Source: an optimization exercise on an open RTL-to-GDS flow (aim: small area, a short achievable clock period and few clock cycles per item). Production flows keep margins and buffers that such runs may drop. Function was checked by simulation only, so behaviour that the tests miss may differ from the original. Power is estimated from default activity; no workload was simulated.

<file path="design/flow/design.v">
`timescale 1ns / 1ps
package brrc_pkg;
	localparam int unsigned SLOTS_DEFAULT = 8;
	localparam int unsigned OFS_W = 48;
	localparam int unsigned LEN_W = 25;
endpackage
`timescale 1ns / 1ps
module byte_range_read_cache_slots_core (
	input  logic        clk,
	input  logic        arst_n,
	input  logic        req_valid,
	output logic        req_ready,
	input  logic [2:0]  req_op,
	input  logic [7:0]  req_source_id,
	input  logic [47:0] req_offset,
	input  logic [47:0] req_end,
	input  logic [7:0]  req_slot_hint,
	input  logic [47:0] req_hint_min_offset,
	input  logic [7:0]  req_hint_min_slot,
	input  logic [15:0] req_align_mask,
	input  logic [47:0] req_source_last,
	input  logic [5:0]  req_done_slot,
	input  logic [24:0] req_landed_size,
	input  logic        req_landed_has_buffer,
	output logic        rsp_valid,
	input  logic        rsp_ready,
	output logic [2:0]  rsp_status,
	output logic [5:0]  rsp_slot,
	output logic [23:0] rsp_data_offset,
	output logic [24:0] rsp_avail_size,
	output logic [7:0]  rsp_read_source,
	output logic [47:0] rsp_read_offset,
	output logic [24:0] rsp_rd_size,
	output logic        rsp_use_own_buffer,
	input  logic        psel,
	input  logic        penable,
	input  logic        pwrite,
	input  logic [2:0]  paddr,
	input  logic [31:0] pwdata,
	output logic [31:0] prdata,
	output logic        pready
);
	localparam int N = 8;
	localparam logic [2:0] OP_LOOKUP   = 3'd0;
	localparam logic [2:0] OP_AHEAD    = 3'd1;
	localparam logic [2:0] OP_ISSUE    = 3'd2;
	localparam logic [2:0] OP_COMPLETE = 3'd3;
	localparam logic [2:0] OP_RELEASE  = 3'd4;
	localparam logic [2:0] ST_HIT      = 3'd0;
	localparam logic [2:0] ST_WAIT     = 3'd1;
	localparam logic [2:0] ST_PLANNED  = 3'd2;
	localparam logic [2:0] ST_DECLINED = 3'd3;
	localparam logic [2:0] ST_ISSUED   = 3'd4;
	localparam logic [2:0] ST_DONE     = 3'd5;
	localparam logic [2:0] S_IDLE = 3'd0;
	localparam logic [2:0] S_STEP = 3'd1;
	localparam logic [2:0] S_MOVE = 3'd2;
	localparam logic [2:0] S_HIT  = 3'd3;
	localparam logic [2:0] S_WAIT = 3'd4;
	localparam logic [2:0] S_DECL = 3'd5;
	logic [24:0]     chunk_q;
	logic            reuse_q;
	logic [N-1:0]    used_q, busy_q, buf_q;
	logic [7:0]      owner_q [N];
	logic [47:0]     start_q [N];
	logic [48:0]     end_q [N];   
	logic [24:0]     ext_q [N];
	logic [47:0]     cons_q [N];
	logic            pend_q;
	logic [2:0]      pslot_q;
	logic [2:0]      st_q;
	logic            ra_q;        
	logic [47:0]     pos_q;
	logic [2:0]      t_q;         
	logic [3:0]      i_q;         
	logic [2:0]      j_q;         
	logic [2:0]      sl_q;        
	logic [24:0]     len_q;       
	logic [48:0]     al_q;        
	logic            bf_q [N][N];
	logic            rv_q;
	logic [2:0]      o_status_q;
	logic [5:0]      o_slot_q;
	logic [23:0]     o_dof_q;
	logic [24:0]     o_hend_q;    
	logic [24:0]     o_hoff_q;    
	logic [7:0]      o_src_q;
	logic [47:0]     o_rdo_q;
	logic [24:0]     o_rds_q;
	logic            o_own_q;
	assign pready = 1'b1;
	assign prdata = paddr[2] ? {31'd0, reuse_q} : {7'd0, chunk_q};
	always_ff @(posedge clk or negedge arst_n) begin
		if (!arst_n) begin
			chunk_q <= 25'd262144;
			reuse_q <= 1'b1;
		end else if (psel && penable && pwrite) begin
			if (paddr == 3'd0) chunk_q <= pwdata[24:0];
			else if (paddr == 3'd4) reuse_q <= pwdata[0];
		end
	end
	assign rsp_valid = rv_q;
	assign rsp_status = o_status_q;
	assign rsp_slot = o_slot_q;
	assign rsp_data_offset = o_dof_q;
	assign rsp_avail_size = o_hend_q - o_hoff_q;
	assign rsp_read_source = o_src_q;
	assign rsp_read_offset = o_rdo_q;
	assign rsp_rd_size = o_rds_q;
	assign rsp_use_own_buffer = o_own_q;
	logic [47:0] am48;
	assign am48 = {32'd0, req_align_mask};
	logic is_ahead;
	assign is_ahead = req_op == OP_AHEAD;
	logic [N-1:0] own, br, lty, covr, bp, ltp, covp, near;
	logic [47:0]  er [N];
	logic [47:0]  ep [N];
	logic [47:0]  yk [N];
	always_comb begin
		for (int k = 0; k < N; k++) begin
			own[k] = used_q[k] && owner_q[k] == req_source_id;
			{br[k], er[k]} = {1'b0, req_offset} - {1'b0, start_q[k]};
			yk[k] = is_ahead ? cons_q[k] : req_offset;
			lty[k] = {1'b0, yk[k]} < end_q[k];
			covr[k] = !br[k] && lty[k];
			{bp[k], ep[k]} = {1'b0, pos_q} - {1'b0, start_q[k]};
			ltp[k] = {1'b0, pos_q} < end_q[k];
			covp[k] = !bp[k] && ltp[k];
			near[k] = &ep[k][47:25];
		end
	end
	logic [N-1:0] hitv, waitv;
	assign hitv = own & ~busy_q & covr;
	assign waitv = own & busy_q & covr;
	function automatic logic [2:0] first(input logic [N-1:0] v);
		first = 3'd0;
		for (int k = N - 1; k >= 0; k--) if (v[k]) first = 3'(k);
	endfunction
	function automatic logic gt3(input logic [48:0] a, input logic [48:0] b,
		input logic [48:0] c);
		logic [51:0] x, y, z, sv, cv, t;
		x = {3'd0, a};
		y = {3'd0, b};
		z = {2'd0, ~{1'b0, c}};
		sv = x ^ y ^ z;
		cv = {(x[50:0] & y[50:0]) | (x[50:0] & z[50:0]) | (y[50:0] & z[50:0]), 1'b0};
		t = sv + cv;
		gt3 = t[51] | t[50];
	endfunction
	logic        use_hint;
	logic [47:0] lk_pos;
	logic [2:0]  lk_t;
	assign use_hint = req_hint_min_offset < req_offset
		&& gt3({1'b0, req_hint_min_offset}, {26'd0, chunk_q[24:2]}, {1'b0, req_offset})
		&& gt3({1'b0, req_hint_min_offset & ~am48}, {24'd0, chunk_q}, {1'b0, req_end});
	assign lk_pos = (use_hint ? req_hint_min_offset : req_offset) & ~am48;
	assign lk_t = use_hint ? req_hint_min_slot[2:0] : req_slot_hint[2:0];
	logic [N-1:0] idle;
	always_comb
		for (int k = 0; k < N; k++)
			idle[k] = !busy_q[k] && (!used_q[k] || !lty[k]);
	logic [2:0] ra_t;
	assign ra_t = |(idle & buf_q) ? first(idle & buf_q) : first(idle);
	logic [N-1:0] elig, from_i, before_j, cv_lk, cv_ra, cv_ra_hi;
	always_comb
		for (int k = 0; k < N; k++) begin
			elig[k] = own[k] && 3'(k) != t_q;
			from_i[k] = 4'(k) >= i_q;
			before_j[k] = 3'(k) < j_q;
		end
	assign cv_lk = covp & elig & from_i;
	assign cv_ra = covp & elig;
	assign cv_ra_hi = cv_ra & from_i;
	logic       found;
	logic [2:0] fj;
	assign found = ra_q ? |cv_ra : |cv_lk;
	assign fj = ra_q ? (|cv_ra_hi ? first(cv_ra_hi) : first(cv_ra)) : first(cv_lk);
	logic [50:0] a3, b3, c3, s3, cy3, w3;
	logic [24:0] gd, mb;
	logic        g_sel;
	assign a3 = {2'd0, al_q};
	assign b3 = ~{3'd0, pos_q};
	assign c3 = ~{26'd0, len_q};
	assign s3 = a3 ^ b3 ^ c3;
	assign cy3 = {(a3[49:0] & b3[49:0]) | (a3[49:0] & c3[49:0]) | (b3[49:0] & c3[49:0]), 1'b0};
	assign w3 = s3 + cy3 + 51'd2;
	assign gd = al_q[24:0] - pos_q[24:0];
	assign g_sel = st_q != S_MOVE && al_q > {1'b0, pos_q} && w3[50];
	assign mb = g_sel ? gd : len_q;
	logic [N-1:0] cm, win, clip;
	logic [24:0]  kw;
	always_comb begin
		for (int k = 0; k < N; k++) begin
			cm[k] = elig[k] && bp[k] && near[k]
				&& (st_q == S_MOVE ? (from_i[k] && before_j[k]) : (ra_q || from_i[k]));
			clip[k] = cm[k] && ~ep[k][24:0] < mb;
		end
		for (int a = 0; a < N; a++) begin
			win[a] = cm[a];
			for (int b = 0; b < N; b++)
				if (b != a && cm[b] && !(a < b ? bf_q[a][b] : !bf_q[b][a])) win[a] = 1'b0;
		end
		kw = '0;
		for (int k = 0; k < N; k++)
			if (win[k]) kw = kw | ~ep[k][24:0];
	end
	logic [24:0] len;
	logic        ra_decl;
	assign len = |clip ? kw + 25'd1 : mb;
	assign ra_decl = pos_q >= req_source_last || len_q == 25'd0;
	logic [2:0]  ms;
	logic [47:0] m_start;
	logic [48:0] m_end;
	logic [24:0] m_ext;
	always_comb begin
		case (st_q)
			S_IDLE: ms = req_op[0] ? req_done_slot[2:0] : pslot_q;
			S_MOVE: ms = j_q;
			default: ms = sl_q;
		endcase
		m_start = start_q[ms];
		m_end = end_q[ms];
		m_ext = ext_q[ms];
	end
	logic [47:0] nj;
	assign nj = m_end[47:0] & ~am48;
	logic lk_now;
	assign lk_now = req_op == OP_LOOKUP && (|hitv || |waitv);
	logic [N-1:0] fh;
	logic [23:0]  h_dof;
	logic [24:0]  h_end;
	always_comb begin
		h_dof = '0;
		h_end = '0;
		for (int k = 0; k < N; k++) begin
			fh[k] = hitv[k];
			for (int b = 0; b < k; b++) if (hitv[b]) fh[k] = 1'b0;
			if (fh[k]) begin
				h_dof = h_dof | er[k][23:0];
				h_end = h_end | end_q[k][24:0];
			end
		end
	end
	logic can_rsp, one_cycle, acc;
	assign can_rsp = !rv_q || rsp_ready;
	assign one_cycle = !(req_op == OP_LOOKUP || (req_op == OP_AHEAD && !pend_q));
	always_comb begin
		case (st_q)
			S_IDLE: acc = one_cycle || lk_now;
			S_STEP: acc = !found;
			S_HIT, S_WAIT, S_DECL: acc = 1'b1;
			default: acc = 1'b0;
		endcase
	end
	assign req_ready = can_rsp && acc;
	logic accept, claim, lk_acc, cmpl;
	logic [2:0] ds;
	assign accept = req_valid && req_ready;
	logic go, go_idle;
	assign go = req_valid && can_rsp;
	assign go_idle = go && st_q == S_IDLE;
	assign claim = go && st_q == S_STEP && !found && !(ra_q && ra_decl);
	assign lk_acc = st_q != S_IDLE ? !ra_q : req_valid && req_op == OP_LOOKUP;
	assign ds = req_done_slot[2:0];
	assign cmpl = go_idle && req_op == OP_COMPLETE
		&& req_done_slot[5:3] == 3'd0;
	logic [48:0] m_sum, end_new;
	logic [25:0] m_lo;
	logic [23:0] m_hi1;
	assign m_lo = {1'b0, m_start[24:0]} + {1'b0, req_op[0] ? req_landed_size : m_ext};
	assign m_hi1 = {1'b0, m_start[47:25]} + 24'd1;
	assign m_sum = {m_lo[25] ? m_hi1 : {1'b0, m_start[47:25]}, m_lo[24:0]};
	assign end_new = {1'b0, m_sum[47:0]};
	always_ff @(posedge clk or negedge arst_n) begin
		if (!arst_n) begin
			st_q <= S_IDLE;
		end else begin
			case (st_q)
				S_IDLE: if (req_valid && !one_cycle && !accept) begin
					if (req_op == OP_LOOKUP)
						st_q <= |hitv ? S_HIT : (|waitv || busy_q[lk_t]) ? S_WAIT : S_STEP;
					else
						st_q <= |idle ? S_STEP : S_DECL;
				end
				S_STEP: if (found) st_q <= S_MOVE;
					else if (accept) st_q <= S_IDLE;
				S_MOVE: st_q <= (ra_q && nj <= pos_q) ? S_DECL : S_STEP;
				default: if (accept) st_q <= S_IDLE;
			endcase
		end
	end
	always_ff @(posedge clk) begin
		case (st_q)
			S_IDLE: begin
				ra_q <= req_op == OP_AHEAD;
				i_q <= 4'd0;
				len_q <= chunk_q;
				al_q <= ({1'b0, req_source_last} + {33'd0, req_align_mask}) & ~{33'd0, req_align_mask};
				if (req_op == OP_LOOKUP) begin
					pos_q <= lk_pos;
					t_q <= lk_t;
					sl_q <= |hitv ? first(hitv) : |waitv ? first(waitv) : lk_t;
				end else begin
					pos_q <= req_offset & ~am48;
					t_q <= ra_t;
				end
			end
			S_STEP: j_q <= fj;
			S_MOVE: begin
				pos_q <= nj;
				i_q <= ra_q ? {1'b0, j_q + 3'd1} : {1'b0, j_q} + 4'd1;
				if (!ra_q) len_q <= len;
			end
			default: ;
		endcase
	end
	always_ff @(posedge clk or negedge arst_n) begin
		if (!arst_n) rv_q <= 1'b0;
		else if (accept) rv_q <= 1'b1;
		else if (rsp_ready) rv_q <= 1'b0;
	end
	always_ff @(posedge clk) begin
		if (accept) begin
			o_slot_q <= 6'd0;
			o_dof_q <= 24'd0;
			o_hend_q <= 25'd0;
			o_hoff_q <= 25'd0;
			o_src_q <= 8'd0;
			o_rdo_q <= 48'd0;
			o_rds_q <= 25'd0;
			o_own_q <= 1'b0;
			o_status_q <= ST_DECLINED;
			case (st_q)
				S_IDLE: case (req_op)
					OP_ISSUE: if (pend_q) begin
						o_status_q <= ST_ISSUED;
						o_slot_q <= {3'd0, pslot_q};
						o_src_q <= used_q[pslot_q] ? owner_q[pslot_q] : 8'd0;
						o_rdo_q <= m_start;
						o_rds_q <= m_ext;
						o_own_q <= reuse_q && buf_q[pslot_q];
					end
					OP_LOOKUP: if (|hitv) begin
						o_status_q <= ST_HIT;
						o_slot_q <= {3'd0, first(hitv)};
						o_dof_q <= h_dof;
						o_hend_q <= h_end;
						o_hoff_q <= req_offset[24:0];
					end else begin
						o_status_q <= ST_WAIT;
						o_slot_q <= {3'd0, first(waitv)};
					end
					OP_COMPLETE, OP_RELEASE: begin
						o_status_q <= ST_DONE;
						if (req_op == OP_COMPLETE) o_slot_q <= req_done_slot;
					end
					default: ;
				endcase
				S_HIT: begin
					o_status_q <= ST_HIT;
					o_slot_q <= {3'd0, sl_q};
					o_dof_q <= h_dof;
					o_hend_q <= h_end;
					o_hoff_q <= req_offset[24:0];
				end
				S_WAIT: begin
					o_status_q <= ST_WAIT;
					o_slot_q <= {3'd0, sl_q};
				end
				S_STEP: if (claim) begin
					o_status_q <= ST_PLANNED;
					o_slot_q <= {3'd0, t_q};
				end
				default: ;
			endcase
		end
	end
	logic iss, rel;
	assign iss = go_idle && req_op == OP_ISSUE && pend_q;
	assign rel = go_idle && req_op == OP_RELEASE;
	always_ff @(posedge clk or negedge arst_n) begin
		if (!arst_n) begin
			pend_q <= 1'b0;
		end else begin
			if (claim) pend_q <= 1'b1;
			else if (iss || (accept && (st_q == S_WAIT
				|| (st_q == S_IDLE && req_op == OP_LOOKUP && !(|hitv))))) pend_q <= 1'b0;
		end
	end
	always_ff @(posedge clk) if (claim) pslot_q <= t_q;
	always_ff @(posedge clk or negedge arst_n) begin
		if (!arst_n) begin
			for (int a = 0; a < N; a++)
				for (int b = 0; b < N; b++) bf_q[a][b] <= 1'b1;
		end else if (claim) begin
			for (int a = 0; a < N; a++)
				for (int b = a + 1; b < N; b++) begin
					if (3'(a) == t_q) bf_q[a][b] <= bp[b];
					if (3'(b) == t_q) bf_q[a][b] <= !bp[a];
				end
		end else if (rel) begin
			for (int a = 0; a < N; a++)
				for (int b = a + 1; b < N; b++) begin
					if (!busy_q[a] && busy_q[b]) bf_q[a][b] <= 1'b1;
					if (busy_q[a] && !busy_q[b]) bf_q[a][b] <= 1'b0;
				end
		end
	end
	for (genvar k = 0; k < N; k++) begin : g_slot
		logic hit_t, hit_ds, free;
		assign hit_t = claim && t_q == 3'(k);
		assign hit_ds = cmpl && ds == 3'(k);
		assign free = rel && !busy_q[k];
		always_ff @(posedge clk or negedge arst_n) begin
			if (!arst_n) begin
				used_q[k] <= 1'b0;
				busy_q[k] <= 1'b0;
				buf_q[k] <= 1'b0;
				start_q[k] <= '0;
				end_q[k] <= '0;
			end else begin
				if (free) begin
					used_q[k] <= 1'b0;
					start_q[k] <= '0;
					end_q[k] <= '0;
				end
				if (hit_t) begin
					used_q[k] <= 1'b1;
					start_q[k] <= pos_q;
				end
				if (hit_ds) begin
					end_q[k] <= end_new;
					busy_q[k] <= 1'b0;
					buf_q[k] <= req_landed_has_buffer;
				end
				if (iss && pslot_q == 3'(k)) begin
					busy_q[k] <= 1'b1;
					end_q[k] <= m_sum;
				end
			end
		end
		always_ff @(posedge clk) begin
			if (hit_t) owner_q[k] <= req_source_id;
			if (hit_t || (lk_acc && own[k])) cons_q[k] <= req_offset;
			if (hit_t) ext_q[k] <= len;
			else if (hit_ds) ext_q[k] <= req_landed_size;
		end
	end
endmodule
`timescale 1ns / 1ps
module brrc_top (
	input  logic        clk,
	input  logic        arst_n,
	input  logic        req_valid,
	output logic        req_ready,
	input  logic [2:0]  req_op,
	input  logic [7:0]  req_source_id,
	input  logic [47:0] req_offset,
	input  logic [47:0] req_end,
	input  logic [7:0]  req_slot_hint,
	input  logic [47:0] req_hint_min_offset,
	input  logic [7:0]  req_hint_min_slot,
	input  logic [15:0] req_align_mask,
	input  logic [47:0] req_source_last,
	input  logic [5:0]  req_done_slot,
	input  logic [24:0] req_landed_size,
	input  logic        req_landed_has_buffer,
	output logic        rsp_valid,
	input  logic        rsp_ready,
	output logic [2:0]  rsp_status,
	output logic [5:0]  rsp_slot,
	output logic [23:0] rsp_data_offset,
	output logic [24:0] rsp_avail_size,
	output logic [7:0]  rsp_read_source,
	output logic [47:0] rsp_read_offset,
	output logic [24:0] rsp_rd_size,
	output logic        rsp_use_own_buffer,
	input  logic        psel,
	input  logic        penable,
	input  logic        pwrite,
	input  logic [2:0]  paddr,
	input  logic [31:0] pwdata,
	output logic [31:0] prdata,
	output logic        pready
);
	byte_range_read_cache_slots_core u_core (
		.clk(clk), .arst_n(arst_n),
		.req_valid(req_valid), .req_ready(req_ready),
		.req_op(req_op), .req_source_id(req_source_id), .req_offset(req_offset),
		.req_end(req_end), .req_slot_hint(req_slot_hint),
		.req_hint_min_offset(req_hint_min_offset), .req_hint_min_slot(req_hint_min_slot),
		.req_align_mask(req_align_mask), .req_source_last(req_source_last),
		.req_done_slot(req_done_slot), .req_landed_size(req_landed_size),
		.req_landed_has_buffer(req_landed_has_buffer),
		.rsp_valid(rsp_valid), .rsp_ready(rsp_ready),
		.rsp_status(rsp_status), .rsp_slot(rsp_slot), .rsp_data_offset(rsp_data_offset),
		.rsp_avail_size(rsp_avail_size), .rsp_read_source(rsp_read_source),
		.rsp_read_offset(rsp_read_offset), .rsp_rd_size(rsp_rd_size),
		.rsp_use_own_buffer(rsp_use_own_buffer),
		.psel(psel), .penable(penable), .pwrite(pwrite), .paddr(paddr),
		.pwdata(pwdata), .prdata(prdata), .pready(pready)
	);
endmodule
</file>
<file path="design/flow/constraint.sdc">
create_clock -name core_clock -period 12.0 [get_ports {clk}]
set_input_delay 2.4000 -clock core_clock [delete_from_list [all_inputs] [get_ports {clk}]]
set_output_delay 2.4000 -clock core_clock [all_outputs]
set_load 0.01 [all_outputs]
</file>
<file path="design/flow/run.sh">
#!/bin/bash
# synth_recipe.tcl (not shown) runs the flow's synth.tcl, then flattens the netlist and writes it again
# the make line also repeats each setting of config.mk as NAME=value (left out here)
make -C /OpenROAD-flow-scripts/flow DESIGN_CONFIG=/design/flow/config.mk WORK_HOME=/design/flow/orfs CLKGATE_MAP_FILE= SYNTH_SCRIPT=/design/flow/synth_recipe.tcl finish
</file>
<file path="design/flow/config.mk">
export PLATFORM = sky130hd
export DESIGN_NAME = brrc_top
export DESIGN_NICKNAME = brrc_top
export VERILOG_FILES = /design/flow/design.v
export SDC_FILE = /design/flow/constraint.sdc
export NUM_CORES = 4
export LEC_CHECK = 0
export CAP_MARGIN = 20
export CORE_MARGIN = 2
export CORE_UTILIZATION = 35
export SLEW_MARGIN = 20
</file>
==> run summary <==
## Yosys cell counts, drive strengths merged, types with 107 or more instances
| master | n | area share |
|---|---|---|
| a31oi | 121 | 0.0047 |
| nand2b | 277 | 0.011 |
| nand3 | 329 | 0.010 |
| xnor2 | 332 | 0.018 |
| ha | 2229 | 0.17 |
| o22ai | 113 | 0.0045 |
| xor2 | 200 | 0.011 |
| o211ai | 201 | 0.0094 |
| nand4 | 441 | 0.017 |
| dfrtp | 829 | 0.13 |
| o21a | 113 | 0.0053 |
| and2 | 137 | 0.0053 |
| edfxtp | 952 | 0.18 |
| nor2b | 274 | 0.011 |
| nor3 | 274 | 0.0087 |
| a21o | 936 | 0.044 |
| a211oi | 131 | 0.0061 |
| nor4 | 134 | 0.0055 |
| buf | 170 | 0.0048 |
| a22o | 200 | 0.011 |
| nor2 | 1169 | 0.027 |
| o21ai | 1701 | 0.053 |
| mux2 | 119 | 0.0083 |
| nand2 | 2072 | 0.048 |
| a221oi | 195 | 0.011 |
| clkbuf | 649 | 0.015 |
| a22oi | 107 | 0.0050 |
| a21oi | 1426 | 0.044 |
| inv | 1536 | 0.036 |
## placed cells by master (no fill, tap or decap), drive strengths merged, types with 131 or more instances in the layout
cell,synthesis,layout
nand3,329,329
nand4,441,441
o211ai,201,201
edfxtp,952,952
nand2b,277,277
xnor2,332,332
buf,170,839
inv,1536,1547
a22o,200,200
nor2,1169,1169
nor3,274,274
xor2,200,200
nand2,2072,2072
o21ai,1701,1701
and2,137,137
a21o,936,936
dfrtp,829,829
clkdlybuf4s50,0,456
a21oi,1426,1426
ha,2229,2229
a211oi,131,131
nor4,134,134
nor2b,274,274
clkbuf,649,289
a221oi,195,195
## layer usage
layer	share of wire	routed length [um]	global-route usage	up-vias
met5	0.00065	630	0	-
li1	-	-	-	70400
met2	0.40	385000	0.562	12300
met4	0.083	81300	0.278	94
met1	0.37	362000	0.498	82600
met3	0.15	145000	0.168	2675
## area by class of cell
type                    count  area (sq um)  area share
repair buffers           1295         11700      0.0630
clock inverters           127          1540     0.00825
flip-flops and latches   1811         50100       0.269
well taps                6149          7690      0.0414
clock buffers             289          6230      0.0335
inverters                1537          5770      0.0310
diodes                    110           275     0.00148
multi-input cells       14600        103000       0.552
## metrics by stage
step,hold slack [ns],setup slack (ns),std cells
global placement,0.461,-0.132,25400
global route,0.491,0.0162,25800
detailed placement,0.470,-0.0914,25400
floorplan,0.424,1.46,18800
finish,0.478,0.137,25900
CTS,0.482,0.147,25800
## sequential cells by signal, summed over array words and instances (netlist names), 4 cells and up
name,count
u_core.used_q,8
u_core.busy_q,8
u_core.buf_q,8
u_core.bf_q,28
u_core.len_q,25
u_core.o_rds_q,25
u_core.pos_q,48
u_core.start_q,384
u_core.chunk_q,25
u_core.o_rdo_q,48
u_core.ext_q,200
u_core.o_slot_q,6
u_core.al_q,49
u_core.owner_q,64
u_core.cons_q,384
u_core.end_q,392
u_core.o_hend_q,25
u_core.o_hoff_q,25
u_core.o_src_q,8
u_core.o_dof_q,24
u_core.i_q,4
## repair_timing
item,in CTS,in global routing
resized for setup,2,3
endpoints found under the hold margin,0,0
buffers inserted,0,2
pin swaps,0,1
endpoints found under the setup margin,1,1
hold buffers,0,0
## power groups by stage
stage	clock network, uW	logic, uW	registers [uW]
after floorplan	0	19100	8750
after global placement	0	34700	9190
after detailed placement	0	34800	9200
after CTS	7440	35000	9100
after global routing	7670	38400	9270
final	7480	36900	9240
## worst max path at each step
stage	startpoint	endpoint	slack, ns	cells past startpoint
final	req_offset[1]	req_ready	0.14	28
after detailed placement	req_op[1]	req_ready	-0.09	28
after CTS	req_op[1]	req_ready	0.15	29
after floorplan	req_op[0]	u_core.o_dof_q[0]	1.46	25
after global routing	req_offset[1]	req_ready	0.02	28
after global placement	req_op[1]	req_ready	-0.13	28
## worst register-to-register path: stages (launching register included)
cell and delay, ns:
edfxtp_1 1.12, inv_1 0.72, ha_1 0.56, nand4_1 0.68, nor4_1 1.07, nand4_1 0.72
nand3_1 0.31, nor4_2 0.18, nand3_2 0.30, buf_12 0.27, mux2i_1 0.82, buf_4 0.36
ha_1 0.18, nand4_1 0.10, nor2_1 0.35, nand3_1 0.30, nor2_1 0.49, nor4bb_1 0.17
a221oi_1 0.63, o311ai_4 0.55, nor2_1 0.91, a21oi_1 0.34, mux2_2 0.37
## kinds of logic (layout without fill, tap and decap cells)
| family | after synthesis | in the layout | share of synthesized area |
|---|---|---|---|
| buffers and inverters | 2356 | 3248 | 0.0558 |
| other | 2 | 118 | 0.0000467 |
| DFF | 1811 | 1811 | 0.311 |
| AOI/OAI and AO/OA | 6022 | 6022 | 0.240 |
| xor gates and xnor gates | 532 | 532 | 0.0292 |
| adders and majority gates | 2334 | 2334 | 0.186 |
| muxes | 216 | 216 | 0.0151 |
| and+or+nand+nor | 5497 | 5497 | 0.162 |
==> results.py <==
metrics = {
    "status": {
        "status": "timing/DRC/antenna clean",
    },
    "sta": {
        "final.min_clock_period_ns": 11.86,
        "final_hold_viol_count": 0,
        "tns_ns": 0,
        "slew_viol_final": 0,
        "clock_skew_ns": 0.168,
        "finalSetupViolations": 0,
        "post-route-period-util": 0.989,
        "rsz0062_at_grt": "false",
        "max_slew_margin": 0.0854,
        "fmax_mhz": 84.3,
        "worst_pin_slew_ns": 1.37,
    },
    "floorplan": {
        "chipWidth_um": 682,
        "io_pins": 484,
        "die_area_sq_um": 465000,
        "core-area_sq_um": 459000,
        "rows": 249,
        "die_y_um": 682,
        "initial_utilization": 0.351,
    },
    "hold_path": {
        "worstHoldStart": "u_core.end_q[3][35]",
        "min_path_type": "register to register",
        "min_path_cells": 2,
        "hold_end": "u_core.end_q[3][35]",
    },
    "worst_setup_path": {
        "critPathKind": "input port to output port",
        "critPathMostFrequentCell": "buf_4",
        "crit_family": "compound AO/OA/AOI/OAI gates",
        "path_max_fanout": 8,
        "rrSetupSlack_ns": 0.15,
        "worst-path-buf-inv": 8,
        "setup.worst_path.end_class": "output port",
        "reg2regPathDepth": 22,
        "arrival_ns": 9.46,
        "crit_path_start_kind": "input port",
        "reg2reg_from": "u_core.pos_q[3]",
        "reg2reg_to": "u_core.len_q[22]",
        "worst_path_largest_cell_delay_ns": 0.61,
        "cp_slowest_cell": "nor2_1",
        "critical_path_required_ns": 9.60,
    },
    "synthesis": {
        "ys_seq_area_frac": 0.311,
        "synth_area_per_cell_sq_um": 8.57,
        "synthFlopType": "edfxtp_1",
        "postSynth.asyncResetShare": 0.474,
        "synth.distinct_cells": 114,
        "synthCells": 18800,
        "synth-seq-cells": 1811,
        "syn-cell-area_sq_um": 161000,
        "synth_edf_count": 952,
        "ys_warn_count": 10,
    },
    "grt": {
        "grt_pass1_wl_um": 1290000,
        "grt_pass1_vias": 155000,
        "overflow": 0,
        "gr-usage-all-layers": 0.402,
        "antenna_found_initial": 199,
        "grt_start_max_net_pins": 133,
    },
    "drt": {
        "num_vias": 168000,
        "drc": 0,
        "routed_via_density": 6.48,
        "drt_iter0_markers": 26500,
        "wl_um": 974000,
        "ant_nets": 0,
        "wl_per_cell_um": 37.6,
        "first_pass_iters": 10,
    },
    "power": {
        "internal_power_uw": 23300,
        "finalPower_uw": 53700,
        "leakage_uw": 0.0780,
        "power_frac_comb": 0.688,
        "peakVddDrop_v": 0.000166,
        "seq_power_share": 0.172,
        "pwr-share-clk": 0.139,
        "switching_share": 0.565,
        "p_switching_uw": 30300,
        "power_per_cell_area_nw_per_um2": 288,
    },
    "run": {
        "maxCapViolations": 0,
    },
    "placement": {
        "port_buffers": 458,
        "hpwl_um": 774000,
        "gp_congestion": 1.11,
        "post_dp_cell_area_sq_um": 178000,
    },
    "cts": {
        "cts_num_sinks": 1811,
        "clk_latency_ns": 1.08,
        "cts_buffer_depth": 4,
        "root_buffer": "clkbuf_16",
        "cts_tree": "done",
        "cts_buffers": 226,
        "clkTransAtPathRegs_ns": 0.06,
        "htreeDepth": 4,
    },
    "cells_and_area": {
        "layout-drive-gt1-share": 0.0819,
        "area_growth_pct": 15.6,
        "fin_nets": 22100,
        "final_cell_area_sq_um": 186000,
        "fill_cells": 46500,
        "finish.utilization": 0.405,
    },
}
Testbench counts, summed over its fixed seeds: cycles 14,919, items 11,244.

[static timing again, ports no longer ideal]
How much do the figures lean on ideal ports? The routed layout below was timed once more, with nothing changed but the port constraints.
Step 1 (the two cells are an assumption about what drives the block):
set clk [get_ports {clk}]
set_driving_cell -lib_cell sky130_fd_sc_hd__clkbuf_16 $clk
set_driving_cell -lib_cell sky130_fd_sc_hd__buf_2 [delete_from_list [all_inputs] $clk]
Step 2 also shifts input and output timing later by t, the mid clock arrival at the registers, as if the neighbouring blocks saw the same clock.
Slacks: ideal / step 1 / step 2; pairs: ideal / step 1.
t (ns): 1.110
setup WS [ns]: 0.137 / 0.111 / 0.111
clock arrival spread, ns: 0.168 / 0.168
After both steps this run still meets setup and hold. For this run, drivers alone change the setup slack by -0.026 ns; drivers and shift together by -0.026 ns.
